Context: an optimization exercise on an open-source flow, tuned for small area, a short achievable clock period and few clock cycles per item. The choices shown serve that exercise and are no tape-out recipe. At most, simulation tests tie the RTL to the original design; equivalence was not proved. Power and IR drop assume default switching activity.

## barrier_basket_payoff
module barrier_basket_payoff (
  input  wire          clk_i,
  input  wire          rst_ni,
  input  wire          cfg_we_i,
  input  wire  [1:0]   cfg_idx_i,
  input  wire  [15:0]  cfg_data_i,
  input  wire          s_axis_tvalid,
  output logic         s_axis_tready,
  input  wire  [127:0] s_axis_tdata,
  input  wire          s_axis_tuser,
  input  wire          s_axis_tlast,
  output logic         m_axis_tvalid,
  input  wire          m_axis_tready,
  output logic [31:0]  m_axis_tdata,
  output logic         m_axis_tuser
);
Size in the first run: roughly 5500 cells after synthesis, about 1900 flip-flops, roughly 190 I/O pins, roughly 67000 um2 of cells after synthesis.
Settings: LEC_CHECK=0, CAP_MARGIN=20, CORE_MARGIN=2, CORE_UTILIZATION=55, CTS_CLUSTER_DIAMETER=60, CTS_CLUSTER_SIZE=30, SETUP_SLACK_MARGIN=5, SLEW_MARGIN=20, TNS_END_PERCENT=100; clock period 8.5 ns.
standard.sh (not shown) runs the stock make flow with config.mk's settings and CLKGATE_MAP_FILE= SYNTH_SCRIPT=/design/flow/synth_recipe.tcl, a recipe that flattens the netlist after the stock synthesis.
==> flow/flow/run.sh <==
#!/bin/bash
set -euo pipefail
bash standard.sh "BUFFER_PORTS_ARGS=-buffer_cell sky130_fd_sc_hd__buf_2" \
  SETUP_SLACK_MARGIN=5.2 finish > std_flow.log 2>&1
Then changed:
--- a/flow/design.v
+++ b/flow/design.v
@@ -1504,25 +1504,30 @@
   end
   always_ff @(posedge clk_i) begin
     r2_a_q <= mul_a;
     r2_b_q <= mul_b;
     r2_c_q <= mul_c;
   end
   logic [63:0] p_s, p_c, prod;
   logic        r2b_vl_q, r2b_brk_q;
   logic [47:0] r2b_p_q;
   assign p_s  = r2_a_q ^ r2_b_q ^ r2_c_q;
   assign p_c  = {((r2_a_q[62:0] & r2_b_q[62:0]) | (r2_a_q[62:0] & r2_c_q[62:0]) |
                   (r2_b_q[62:0] & r2_c_q[62:0])), 1'b0};
-  assign prod = p_s + p_c;
+  logic [24:0] prod_lo;
+  logic [23:0] prod_h0, prod_h1;
+  assign prod_lo = {1'b0, p_s[23:0]} + {1'b0, p_c[23:0]};
+  assign prod_h0 = p_s[47:24] + p_c[47:24];
+  assign prod_h1 = p_s[47:24] + p_c[47:24] + 24'd1;
+  assign prod    = {16'd0, prod_lo[24] ? prod_h1 : prod_h0, prod_lo[23:0]};
   always_ff @(posedge clk_i or negedge rst_ni) begin
     if (!rst_ni) begin
       r2b_vl_q  <= 1'b0;
       r2b_brk_q <= 1'b0;
       r2b_p_q   <= 48'd0;
     end else begin
       r2b_vl_q  <= r2_vl_q;
       r2b_brk_q <= r2_brk_q;
       r2b_p_q   <= prod[47:0];
     end
   end
   logic [63:0] acc_q, acc_d;
After rerunning: Non-clock buffer count grows by 43. Count of clock-buffer cells in the layout shrinks by 15. Final cell count grows by 2.0%. First-iteration DRC count grows by about 4%. Clock skew grows by 0.023 ns. Maximum frequency shrinks by 4.3%. Global-route usage grows by 1.1 points. Synthesized cell count grows by 2.0%. Critical path depth shrinks by 1. Power shrinks by 1.5%. Die area grows by about 1%.
Function was not checked in any run of this note: the RTL went through the layout flow alone.

--- another note on this design; it stands on its own ---

==> flow/design.v (excerpt) <==
module barrier_basket_payoff (
  input  wire          clk_i,
  input  wire          rst_ni,
  input  wire          cfg_we_i,
  input  wire  [1:0]   cfg_idx_i,
  input  wire  [15:0]  cfg_data_i,
  input  wire          s_axis_tvalid,
  output logic         s_axis_tready,
  input  wire  [127:0] s_axis_tdata,
  input  wire          s_axis_tuser,
  input  wire          s_axis_tlast,
  output logic         m_axis_tvalid,
  input  wire          m_axis_tready,
  output logic [31:0]  m_axis_tdata,
  output logic         m_axis_tuser
);
clock: 8.5 ns
lec_check: 0
abc_area: 1
cap_margin: 20
core_margin: 2
core_utilization: 55
cts_cluster_diameter: 60
cts_cluster_size: 30
setup_slack_margin: 5
slew_margin: 20
tns_end_percent: 100
standard.sh (not shown) runs the stock make flow with config.mk's settings and CLKGATE_MAP_FILE= SYNTH_SCRIPT=/design/flow/synth_recipe.tcl, a recipe that flattens the netlist after the stock synthesis.
==> flow/flow/run.sh <==
#!/bin/bash
set -euo pipefail
bash standard.sh "BUFFER_PORTS_ARGS=-buffer_cell sky130_fd_sc_hd__buf_2" \
  SETUP_SLACK_MARGIN=5.35 finish > std_flow.log 2>&1
Testbench counts at the start, summed over its fixed seeds: cycles 15,480, items 320.
Change:
==> flow/flow/run.sh (replaced) <==
#!/bin/bash
set -euo pipefail
bash standard.sh "BUFFER_PORTS_ARGS=-buffer_cell sky130_fd_sc_hd__buf_2" \
  SETUP_SLACK_MARGIN=5.2 finish > std_flow.log 2>&1
Critical path depth falls by 1.
Total power falls slightly.
Register-to-register slack degrades by 0.12 ns.
Clock power stays flat.
Via count falls slightly.
Die area stays the same.

-- separate check: timing with driven ports --
How much do the figures lean on ideal ports? The routed layouts below were timed once more, with nothing changed but the port constraints.
Step 1 assumes that a clkbuf_16 drives the clock port and a buf_2 every other input.
Step 2 also shifts input and output timing later by t, the mid clock arrival at the registers, as if the neighbouring blocks saw the same clock.
Three values: ideal, step 1, step 2; two values: the first two.
run | t, ns | slack for setup (ns) | worst data-port slew with drivers (ns)
the first run of note 1 | 0.819 | 5.083 / 5.083 / 4.760 | 0.11
the second run of note 1 | 0.826 | 4.928 / 4.928 / 4.755 | 0.11
the first run of note 2 | 0.833 | 5.270 / 5.186 / 4.863 | 0.06
the second run of note 2 | 0.835 | 5.267 / 5.185 / 4.909 | 0.14
After both steps setup and hold are still met in every run listed. For the first run of note 2, which loses most, drivers alone change the setup slack by -0.084 ns; drivers and shift together by -0.407 ns.
